This is an optimization exercise on Yosys and OpenROAD, whose aim is small area, a short achievable clock period and few clock cycles per item, not a production implementation. Only the layout flow was run in this run; the RTL was not checked for function there. No activity file was given, so power comes from the tool's default toggle rates.

==> design.v <==
module cakeLane
#(
	parameter bit FallsDown = 1'b1,
	parameter logic [1:0] Speed = 2'd1,
	parameter logic [53:0] StartY = '0,
	parameter int NumWrap = 6,
	parameter logic [17:0] WrapOrder = '0
)(
	input logic update,
	input logic rst,
	input logic step,
	output logic [8:0] ringShift,
	output logic [8:0] driftShift,
	input logic [8:0] ringY,
	input logic [9:0] driftY,
	input logic qYHigh,
	output logic [5:0] rowHit
);
	localparam int CakesPerLane = 6;
	localparam int Ring = 480 / Speed;
	localparam int CakeSize = 20;
	localparam int CountW = FallsDown ? 9 : $clog2(Ring);
	logic [CountW-1:0] count;
	logic [7:0] drift;
	logic [2:0] wraps;
	logic [CakesPerLane-1:0] wrapped;
	logic atEdge;
	logic roundEnd;
	logic [CountW-1:0] countNext;
	logic [7:0] driftUp;
	if (Speed == 2'd2)
	begin : gShift2
		assign ringShift = 9'({count, 1'b0});
	end
	else
	begin : gShift1
		assign ringShift = 9'(count);
	end
	assign driftShift = {drift, 1'b0};
	function automatic logic inWindow9(input logic [8:0] pos, input int lo);
		int a;
		int b;
		a = (lo + 1) % 512;
		b = (lo + CakeSize - 1) % 512;
		if (a <= b)
			inWindow9 = (pos >= 9'(a)) && (pos <= 9'(b));
		else
			inWindow9 = (pos >= 9'(a)) || (pos <= 9'(b));
	endfunction
	function automatic logic inWindow10(input logic [9:0] pos, input int lo);
		int a;
		int b;
		a = (lo + 1) % 1024;
		b = (lo + CakeSize - 1) % 1024;
		if (a <= b)
			inWindow10 = (pos >= 10'(a)) && (pos <= 10'(b));
		else
			inWindow10 = (pos >= 10'(a)) || (pos <= 10'(b));
	endfunction
	function automatic logic [CountW-1:0] countAt(input int m);
		countAt = FallsDown ? CountW'((512 - m) % 512) : CountW'(m);
	endfunction
	function automatic int edgeMoves(input int w);
		int k;
		k = int'(StartY[9*WrapOrder[3*w +: 3] +: 9]) / int'(Speed);
		edgeMoves = FallsDown ? Ring - k : k;
	endfunction
	function automatic int wrapRank(input int c);
		wrapRank = CakesPerLane;
		for (int w = 0; w < NumWrap; w++)
			if (int'(WrapOrder[3*w +: 3]) == c)
				wrapRank = w;
	endfunction
	assign countNext[0] = !count[0];
	for (genvar i = 1; i < CountW; i++)
	begin : gCountNext
		if (FallsDown)
			assign countNext[i] = count[i] ^ !(|count[i-1:0]);
		else
			assign countNext[i] = count[i] ^ (&count[i-1:0]);
	end
	assign driftUp[0] = !drift[0];
	for (genvar i = 1; i < 8; i++)
	begin : gDriftUp
		assign driftUp[i] = drift[i] ^ (&drift[i-1:0]);
	end
	always_comb
	begin
		for (int c = 0; c < CakesPerLane; c++)
		begin
			int s;
			s = int'(StartY[9*c +: 9]);
			wrapped[c] = (wraps > 3'(wrapRank(c)));
			if (Speed != 2'd1 && s % 2 == 1)
				rowHit[c] = ({drift, 1'b0} > 9'(s)) ? inWindow10(driftY, s + 512) : inWindow10(driftY, s);
			else if (wrapped[c])
				rowHit[c] = !qYHigh && inWindow9(ringY, FallsDown ? s + 32 : s + 512 - 32);
			else
				rowHit[c] = !qYHigh && inWindow9(ringY, s);
		end
	end
	always_ff @(posedge update)
	begin
		if (rst)
		begin
			count <= '0;
			drift <= '0;
			wraps <= '0;
			atEdge <= 1'b0;
			roundEnd <= 1'b0;
		end
		else if (step)
		begin
			if (atEdge)
			begin
				wraps <= wraps + 3'd1;
				atEdge <= 1'b0;
			end
			else
			begin
				if (roundEnd)
				begin
					count <= '0;
					wraps <= '0;
				end
				else
					count <= countNext;
				drift <= driftUp;
				atEdge <= 1'b0;
				for (int w = 0; w < NumWrap; w++)
					if (!roundEnd && wraps == 3'(w) && count == countAt(edgeMoves(w) - 1))
						atEdge <= 1'b1;
				roundEnd <= !roundEnd && (count == countAt(Ring - 2));
			end
		end
	end
endmodule
module cakeRowAdd
#(
	parameter int W = 12
)(
	input logic [W-1:0] a,
	input logic [W-1:0] b,
	input logic cin,
	output logic [W-1:0] sum,
	output logic carry5
);
	logic [W-1:0] p0;
	logic [W-1:0] g;
	logic [W-1:0] p;
	always_comb
	begin
		p0 = a ^ b;
		g = a & b;
		p = p0;
		g[0] = g[0] | (p0[0] & cin);
		for (int d = 1; d < W; d = 2 * d)
			for (int i = W - 1; i >= d; i--)
			begin
				g[i] = g[i] | (p[i] & g[i-d]);
				p[i] = p[i] & p[i-d];
			end
		carry5 = g[4];
		sum[0] = p0[0] ^ cin;
		for (int i = 1; i < W; i++)
			sum[i] = p0[i] ^ g[i-1];
	end
endmodule
module pixelQueryFifo
(
	input logic update,
	input logic rst,
	input logic pixelReq,
	input logic stepLate,
	input logic [9:0] pixelX,
	input logic [9:0] pixelY,
	output logic pixelAck,
	input logic [35:0] laneRingShift,
	input logic [8:0] driftShift,
	output logic qValid,
	output logic [3:0] qLane,
	output logic qYHigh,
	output logic [35:0] qRingY,
	output logic [9:0] qDriftY,
	input logic qPop
);
	localparam int CakeSize = 20;
	localparam logic [39:0] LaneX = {10'd510, 10'd240, 10'd100, 10'd65};
	logic push;
	logic room;
	logic [3:0] inLane;
	logic takenValid;
	logic [3:0] takenLane;
	logic [9:0] takenY;
	logic [8:0] shiftNow;
	logic [8:0] shift;
	logic [9:0] frameNext;
	logic carry5;
	logic [3:0] ring2HighNext;
	logic [9:0] frame;
	logic [3:0] ring2High;
	assign room = !takenValid || qPop;
	assign push = pixelReq && !pixelAck && room && !stepLate;
	always_comb
	begin
		shiftNow = '0;
		for (int l = 0; l < 4; l++)
			shiftNow = shiftNow | (inLane[l] ? ((l == 2) ? driftShift : laneRingShift[9*l +: 9]) : 9'd0);
	end
	always_comb
	begin
		for (int l = 0; l < 4; l++)
			inLane[l] = (pixelX > LaneX[10*l +: 10]) && ({1'b0, pixelX} < {1'b0, LaneX[10*l +: 10]} + 11'(CakeSize));
	end
	always_ff @(posedge update)
	begin
		if (rst)
		begin
			pixelAck <= 1'b0;
			takenValid <= 1'b0;
			qValid <= 1'b0;
		end
		else
		begin
			if (push)
				pixelAck <= 1'b1;
			else if (!pixelReq)
				pixelAck <= 1'b0;
			if (push)
				takenValid <= 1'b1;
			else if (qPop)
				takenValid <= 1'b0;
			qValid <= takenValid && !qPop;
		end
	end
	always_ff @(posedge update)
	begin
		if (room)
		begin
			takenLane <= inLane;
			takenY <= pixelY;
			shift <= shiftNow;
		end
	end
	cakeRowAdd #(.W(10)) frameAdd (
		.a(takenY),
		.b({1'b0, shift}),
		.cin(1'b0),
		.sum(frameNext),
		.carry5(carry5)
	);
	logic [3:0] ring2High0;
	logic [3:0] ring2High1;
	assign ring2High0 = takenY[8:5] + laneRingShift[18+5 +: 4];
	assign ring2High1 = takenY[8:5] + laneRingShift[18+5 +: 4] + 4'd1;
	assign ring2HighNext = carry5 ? ring2High1 : ring2High0;
	always_ff @(posedge update)
	begin
		qLane <= takenLane;
		qYHigh <= takenY[9];
		frame <= frameNext;
		ring2High <= ring2HighNext;
	end
	always_comb
	begin
		qRingY = {frame[8:0], {ring2High, frame[4:0]}, frame[8:0], frame[8:0]};
		qDriftY = frame;
	end
endmodule
module cakeHitTester
(
	input logic update,
	input logic rst,
	input logic qValid,
	input logic [3:0] qLane,
	output logic qPop,
	input logic [23:0] rowHit,
	output logic hitReq,
	output logic [23:0] hitMask,
	input logic hitAck
);
	localparam int NumLanes = 4;
	localparam int CakesPerLane = 6;
	logic [5:0] cakeNow;
	logic [3:0] hitLane;
	logic [5:0] hitCake;
	always_comb
	begin
		cakeNow = '0;
		for (int l = 0; l < NumLanes; l++)
			cakeNow = cakeNow | (qLane[l] ? rowHit[l * CakesPerLane +: CakesPerLane] : '0);
	end
	assign qPop = qValid && !hitReq && !hitAck;
	always_ff @(posedge update)
	begin
		if (rst)
			hitReq <= 1'b0;
		else if (qPop)
			hitReq <= 1'b1;
		else if (hitAck)
			hitReq <= 1'b0;
	end
	always_ff @(posedge update)
	begin
		if (!hitReq)
		begin
			hitLane <= qLane;
			hitCake <= cakeNow;
		end
	end
	always_comb
	begin
		for (int l = 0; l < NumLanes; l++)
			hitMask[l * CakesPerLane +: CakesPerLane] = hitLane[l] ? hitCake : '0;
	end
endmodule
module cakeField
(
	input logic update,
	input logic rst,
	input logic step,
	input logic pixelReq,
	input logic [9:0] pixelX,
	input logic [9:0] pixelY,
	output logic pixelAck,
	output logic hitReq,
	output logic [23:0] hitMask,
	input logic hitAck
);
	localparam int NumLanes = 4;
	localparam logic [3:0] LaneFallsDown = 4'b1001;
	localparam logic [7:0] LaneSpeed = {2'd1, 2'd2, 2'd1, 2'd1};
	localparam logic [215:0] LaneStartY = {
		{9'd400, 9'd330, 9'd255, 9'd200, 9'd100, 9'd20},
		{9'd375, 9'd350, 9'd210, 9'd180, 9'd75, 9'd25},
		{9'd440, 9'd340, 9'd290, 9'd220, 9'd150, 9'd50},
		{9'd450, 9'd370, 9'd290, 9'd200, 9'd150, 9'd70}
	};
	localparam logic [15:0] LaneNumWrap = {4'd6, 4'd3, 4'd6, 4'd6};
	localparam logic [71:0] LaneWrapOrder = {
		{3'd0, 3'd1, 3'd2, 3'd3, 3'd4, 3'd5},
		{3'd0, 3'd0, 3'd0, 3'd4, 3'd3, 3'd2},
		{3'd5, 3'd4, 3'd3, 3'd2, 3'd1, 3'd0},
		{3'd0, 3'd1, 3'd2, 3'd3, 3'd4, 3'd5}
	};
	logic [23:0] rowHit;
	logic qValid;
	logic [3:0] qLane;
	logic qYHigh;
	logic qPop;
	logic [35:0] laneRingShift;
	logic [35:0] laneDriftShift;
	logic [35:0] qRingY;
	logic [9:0] qDriftY;
	logic stepLate;
	always_ff @(posedge update)
	begin
		if (rst)
			stepLate <= 1'b0;
		else
			stepLate <= step;
	end
	for (genvar g = 0; g < NumLanes; g++)
	begin : gLane
		cakeLane #(
			.FallsDown(LaneFallsDown[g]),
			.Speed(LaneSpeed[2*g +: 2]),
			.StartY(LaneStartY[54*g +: 54]),
			.NumWrap(int'(LaneNumWrap[4*g +: 4])),
			.WrapOrder(LaneWrapOrder[18*g +: 18])
		) lane (
			.update(update),
			.rst(rst),
			.step(stepLate),
			.ringShift(laneRingShift[9*g +: 9]),
			.driftShift(laneDriftShift[9*g +: 9]),
			.ringY(qRingY[9*g +: 9]),
			.driftY(qDriftY),
			.qYHigh(qYHigh),
			.rowHit(rowHit[6*g +: 6])
		);
	end
	pixelQueryFifo queryFifo (
		.update(update),
		.rst(rst),
		.pixelReq(pixelReq),
		.stepLate(stepLate),
		.pixelX(pixelX),
		.pixelY(pixelY),
		.pixelAck(pixelAck),
		.laneRingShift(laneRingShift),
		.driftShift(laneDriftShift[18 +: 9]),
		.qValid(qValid),
		.qLane(qLane),
		.qYHigh(qYHigh),
		.qRingY(qRingY),
		.qDriftY(qDriftY),
		.qPop(qPop)
	);
	cakeHitTester hitTester (
		.update(update),
		.rst(rst),
		.qValid(qValid),
		.qLane(qLane),
		.qPop(qPop),
		.rowHit(rowHit),
		.hitReq(hitReq),
		.hitMask(hitMask),
		.hitAck(hitAck)
	);
endmodule
==> flow/run.sh <==
#!/bin/bash
# Own layout flow: the standard flow, with the port buffers made from
# plain buffers (the standard flow picks a slow delay cell for them) and
# with the resizer free to swap a cell for one of another footprint.
# Synthesis is the standard one except that it leaves adders to ABC
# instead of mapping them to the library's full/half adder cells
# (ADDER_MAP_FILE empty); registers and their names are unchanged.
set -euo pipefail
bash standard.sh ADDER_MAP_FILE= synth > synth.log 2>&1
bash standard.sh \
	ADDER_MAP_FILE= \
	"BUFFER_PORTS_ARGS=-buffer_cell sky130_fd_sc_hd__buf_2" \
	MATCH_CELL_FOOTPRINT=0 \
	finish > layout.log 2>&1
==> standard.sh <==
#!/bin/bash
# synth_recipe.tcl (not shown) runs the flow's synth.tcl, then flattens the netlist and writes it again
# the make line also repeats each setting of config.mk as NAME=value (left out here)
make -C /OpenROAD-flow-scripts/flow DESIGN_CONFIG=/design/flow/config.mk WORK_HOME=/design/flow/orfs CLKGATE_MAP_FILE= SYNTH_SCRIPT=/design/flow/synth_recipe.tcl "${@:-finish}"
==> config.mk <==
export PLATFORM = sky130hd
export DESIGN_NAME = cakeField
export DESIGN_NICKNAME = cakeField
export VERILOG_FILES = /design/flow/design.v
export SDC_FILE = /design/flow/constraint.sdc
export NUM_CORES = 4
export LEC_CHECK = 0
export CAP_MARGIN = 20
export CORE_MARGIN = 2
export CORE_UTILIZATION = 40
export CTS_BUF_LIST = sky130_fd_sc_hd__clkbuf_4 sky130_fd_sc_hd__clkbuf_8
export SETUP_SLACK_MARGIN = 2.35
export SLEW_MARGIN = 20
==> constraint.sdc <==
create_clock -name core_clock -period 4.5 [get_ports {update}]
set_input_delay 0.9000 -clock core_clock [delete_from_list [all_inputs] [get_ports {update}]]
set_output_delay 0.9000 -clock core_clock [all_outputs]
set_load 0.01 [all_outputs]
==> impl_metrics.prom <==
# TYPE chip_impl_metric gauge
chip_impl_metric{name="ys_seq_elements",unit=""} 120
chip_impl_metric{name="first_iter_violations",unit=""} 696
chip_impl_info{name="synth_commonest_cells",value="nor2_1, nand2_1, dfxtp_1"} 1
chip_impl_info{name="clock-root-buffer",value="clkbuf_8"} 1
chip_impl_metric{name="nets",unit=""} 986
chip_impl_metric{name="drt_first_pass_iters",unit=""} 7
chip_impl_metric{name="max_clock_freq",unit="MHz"} 462
chip_impl_metric{name="reg2regPathDepth",unit=""} 8
chip_impl_metric{name="finalMaxSlewViolations",unit=""} 0
chip_impl_info{name="synth_most_common_cell",value="nor2_1"} 1
chip_impl_metric{name="wl",unit="mm"} 22.3
chip_impl_metric{name="cts_hold_buf",unit=""} 0
chip_impl_metric{name="grt_overflow",unit=""} 0
chip_impl_metric{name="seq_area_frac_synth",unit="%"} 37.0
chip_impl_metric{name="die_area",unit="sq um"} 19600
chip_impl_metric{name="ff2ff_setup_slack",unit="ns"} 2.33
chip_impl_metric{name="via_per_inst",unit=""} 6.00
chip_impl_metric{name="power_report.internal_total",unit="mW"} 2.07
chip_impl_info{name="netlist_top_cells_area",value="dfxtp_1, edfxtp_1, nor2_1"} 1
chip_impl_info{name="critical_path_class",value="reg2reg"} 1
chip_impl_info{name="hold_path_class",value="reg2reg"} 1
chip_impl_metric{name="portBuffers",unit=""} 50
chip_impl_metric{name="final-setup-viol-count",unit=""} 0
chip_impl_metric{name="grt_max_degree",unit=""} 40
chip_impl_metric{name="slew_headroom",unit="%"} 49.2
chip_impl_metric{name="final.period_utilization",unit="%"} 48.1
chip_impl_metric{name="fp.dieH",unit="microns"} 140
chip_impl_metric{name="critical_path_peak_fanout",unit=""} 16
chip_impl_metric{name="finalHoldViolations",unit=""} 0
chip_impl_info{name="worst_setup_path_start_kind",value="flip-flop"} 1
chip_impl_metric{name="pin_count",unit=""} 51
chip_impl_metric{name="clock_skew",unit="ns"} 0.0104
chip_impl_metric{name="place_congestion",unit=""} 0.971
chip_impl_info{name="highest-signal-layer",value="met4"} 1
chip_impl_metric{name="dr_total_vias",unit=""} 7214
chip_impl_metric{name="yosys.cell_types.count",unit=""} 71
chip_impl_metric{name="power.combinational.fraction",unit="%"} 27.6
chip_impl_info{name="rsz0062_at_grt",value="true"} 1
chip_impl_info{name="rr_endpoint",value="hitTester.hitCake[5]"} 1
chip_impl_metric{name="cts.sink_count",unit=""} 120
chip_impl_info{name="holdPathEnd",value="queryFifo.qLane[3]"} 1
chip_impl_metric{name="fin_crit",unit="ns"} 2.17
chip_impl_metric{name="pwrdens",unit="nW/um^2"} 377
chip_impl_metric{name="placement_rows",unit=""} 49
chip_impl_metric{name="placed_area",unit="sq um"} 7750
chip_impl_metric{name="p_leak",unit="nW"} 3.12
chip_impl_info{name="min_from",value="queryFifo.takenLane[3]"} 1
chip_impl_metric{name="synth_warnings",unit=""} 8
chip_impl_metric{name="holdWs",unit="ns"} 0.347
chip_impl_metric{name="first_global_vias",unit=""} 6558
chip_impl_metric{name="mappedNetlistArea",unit="sq um"} 7390
chip_impl_metric{name="grt_use_total",unit="%"} 22.6
chip_impl_metric{name="finalInstanceArea",unit="sq um"} 8530
chip_impl_metric{name="max_cap_violations",unit=""} 0
chip_impl_metric{name="final.fill_count",unit=""} 1822
chip_impl_metric{name="seqPwrFrac",unit="%"} 42.9
chip_impl_metric{name="synthArstFlopShare",unit="%"} 0
chip_impl_metric{name="synthToLayoutAreaGrowth",unit="%"} 15.5
chip_impl_metric{name="floorplan.die.width",unit="microns"} 140
chip_impl_metric{name="cts_inserted_buffers",unit=""} 17
chip_impl_metric{name="initial_utilization",unit="%"} 41.0
chip_impl_metric{name="global_route_wire_length_before_repair",unit="mm"} 35.4
chip_impl_metric{name="synth_area_per_cell",unit="sq um"} 7.91
chip_impl_metric{name="met3_length",unit="mm"} 1.41
chip_impl_metric{name="synth_edf_count",unit=""} 33
chip_impl_metric{name="detailed_place_hpwl",unit="mm"} 15.8
chip_impl_metric{name="post_drt_wl_per_cell",unit="microns"} 18.5
chip_impl_metric{name="synthesis.nets",unit=""} 959
chip_impl_info{name="cts_tree",value="yes"} 1
chip_impl_metric{name="synth.top_cell.area_share",unit="%"} 23.6
chip_impl_metric{name="floorplan.core_area",unit="sq um"} 18000
chip_impl_info{name="ys.flop_type",value="dfxtp_1"} 1
chip_impl_metric{name="n_antenna_cell",unit=""} 0
chip_impl_metric{name="met1Wirelength",unit="mm"} 9.65
chip_impl_metric{name="tightestPinTransition",unit="ns"} 0.762
chip_impl_metric{name="setup_tns",unit="ns"} 0
chip_impl_metric{name="critPathRequiredTime",unit="ns"} 4.68
chip_impl_metric{name="p_sw",unit="mW"} 1.15
chip_impl_info{name="cell_accounting_for_the_most_synthesized_area",value="dfxtp_1"} 1
chip_impl_metric{name="met2RoutedLength",unit="mm"} 10.1
chip_impl_metric{name="cells_after_synth",unit=""} 934
chip_impl_metric{name="drc_errors",unit=""} 0
chip_impl_metric{name="clk_pin_slew_worst_paths",unit="ns"} 0.07
chip_impl_metric{name="irDropWorstVdd",unit="mV"} 0.163
chip_impl_metric{name="grt_antenna_before_repair",unit=""} 0
chip_impl_metric{name="clock_tree.htree_level_count",unit=""} 4
chip_impl_metric{name="clk_latency",unit="ns"} 0.44
chip_impl_metric{name="swShare",unit="%"} 35.6
chip_impl_info{name="crit_path_capture_type",value="flip-flop"} 1
chip_impl_metric{name="hold_depth",unit=""} 0
chip_impl_info{name="status",value="no timing/DRC/antenna violations"} 1
chip_impl_metric{name="power.share.clock",unit="%"} 29.5
chip_impl_metric{name="arrival",unit="ns"} 2.35
chip_impl_metric{name="post_route_cells_drive_above_1_share",unit="%"} 17.7
chip_impl_info{name="regToRegStartpoint",value="queryFifo.frame[2]"} 1
chip_impl_metric{name="clock_tree.buffer_depth",unit=""} 2
chip_impl_metric{name="antenna_violating_nets_left",unit=""} 0
[power groups by stage]
stage               sequential (mW)  clock, mW  combinational (mW)
floorplan                      1.27          0               0.602
global placement               1.39          0               0.749
detailed placement             1.39          0               0.729
CTS                            1.37      0.979               0.782
global route                   1.39       1.03               0.954
finish                         1.38      0.950               0.890
[worst max-delay path by stage]
stage	slack [ns]	cells past startpoint	startpoint	endpoint
floorplan	2.30	5	pixelX[3]	queryFifo.shift[2]
global placement	1.71	7	queryFifo.frame[4]	hitTester.hitCake[2]
detailed placement	1.64	7	queryFifo.frame[4]	hitTester.hitCake[2]
CTS	2.31	2	hitTester.hitLane[2]	hitMask[16]
global route	2.29	7	queryFifo.frame[3]	hitTester.hitCake[5]
finish	2.33	8	queryFifo.frame[2]	hitTester.hitCake[5]
[metal layers]
| layer | up-vias | track usage, % |
|---|---|---|
| met3 | 92 | 3.79 |
| met4 | 0 | 13.0 |
| li1 | 3455 | - |
| met5 | - | 0 |
| met2 | 334 | 34.8 |
| met1 | 3333 | 30.2 |
[worst max-delay path, cell delays in order, from the launching register on]
cell and delay [ns]:
dfxtp_1 0.30, buf_4 0.18, o41ai_2 0.46, or2_2 0.18, o41ai_1 0.11, o21ai_0 0.19, a21oi_1 0.08, a311oi_2 0.29
o32ai_2 0.12
[stage by stage]
step                utilization (%)  power (mW)  setup WS, ns  std cells
floorplan                         -        1.88          2.30        934
global placement               43.0        2.14          1.71       1156
detailed placement             43.0        2.12          1.64       1156
CTS                            46.1        3.13          2.31       1194
global route                   47.3        3.37          2.29       1203
finish                         47.3        3.22          2.33       1203
[state kept, by name, indices dropped and copies added, names as in the netlist]
register              flops
hitTester.hitCake         6
gLane.lane.drift          8
queryFifo.qYHigh          1
queryFifo.shift           9
gLane.lane.roundEnd       4
stepLate                  1
queryFifo.ring2High       4
queryFifo.frame          10
gLane.lane.count         35
queryFifo.takenValid      1
gLane.lane.wraps         12
queryFifo.qValid          1
hitTester.hitReq          1
gLane.lane.atEdge         4
queryFifo.takenLane       4
queryFifo.takenY         10
hitTester.hitLane         4
queryFifo.qLane           4
queryFifo.pixelAck        1
[repair_timing]
item                       4_1_cts  5_1_grt
gates resized for setup         41       41
buffers inserted                 6        8
pin swaps                        9        8
setup endpoints to repair       47       43
gates cloned                     0        1
[placed cells by master, fill, tap and decap left out, types with 10 or more instances in the layout]
cell and instances:
a21oi_1 57, a22oi_1 11, and2_1 29, and3_1 10
buf_2 50, buf_4 17, clkbuf_8 22, dfxtp_1 79
edfxtp_1 33, inv_1 17, nand2_1 102, nand2b_1 18
nand3_1 20, nand4_1 15, nor2_1 104, nor2b_1 14
nor3_1 23, nor4_1 13, o21ai_0 54, or3_1 10
xnor2_1 29, xor2_1 33
[kinds of logic after synthesis]
kind of cell / synth area share (%)
adder cells (fa/ha/maj): 0.406
multiplexers: 0.694
XOR/XNOR: 7.35
flip-flops: 37.0
buffers and inverters: 4.37
AO/OA/AOI/OAI: 21.3
AND/OR/NAND/NOR: 28.9
[area by class of cell]
class | count | area [sq um] | share of cell area, %
repair buffers | 72 | 469 | 5.50
well taps | 229 | 287 | 3.36
flip-flops and latches | 120 | 2760 | 32.3
multi-input cells | 732 | 4560 | 53.4
clock buffers | 25 | 325 | 3.81
clock inverters | 7 | 66.3 | 0.777
inverters | 18 | 67.6 | 0.792

[afterwards: timing with drivers on the ports]
The flow's constraints put no driver on any port. The routed layout listed below was extracted and timed again, unchanged, in two steps.
Step 1: set_driving_cell puts a clkbuf_16 on update and a buf_2 on each other input, an assumption about the parent block.
Step 2 times the ports against the registers' clock, not the clock port: input delays grow and output delays shrink by t, the midpoint of the rising clock arrivals with the driver on.
a / b / c = ideal / step 1 / step 2; a / b = the first two.
shift t [ns]: 0.476
setup WS [ns]: 2.335 / 2.309 / 1.991
worst slew at a driven data input, ns: 0.03
After both steps this run still meets setup and hold. The setup slack of this run moves by -0.026 ns with the drivers and by -0.344 ns with both steps.
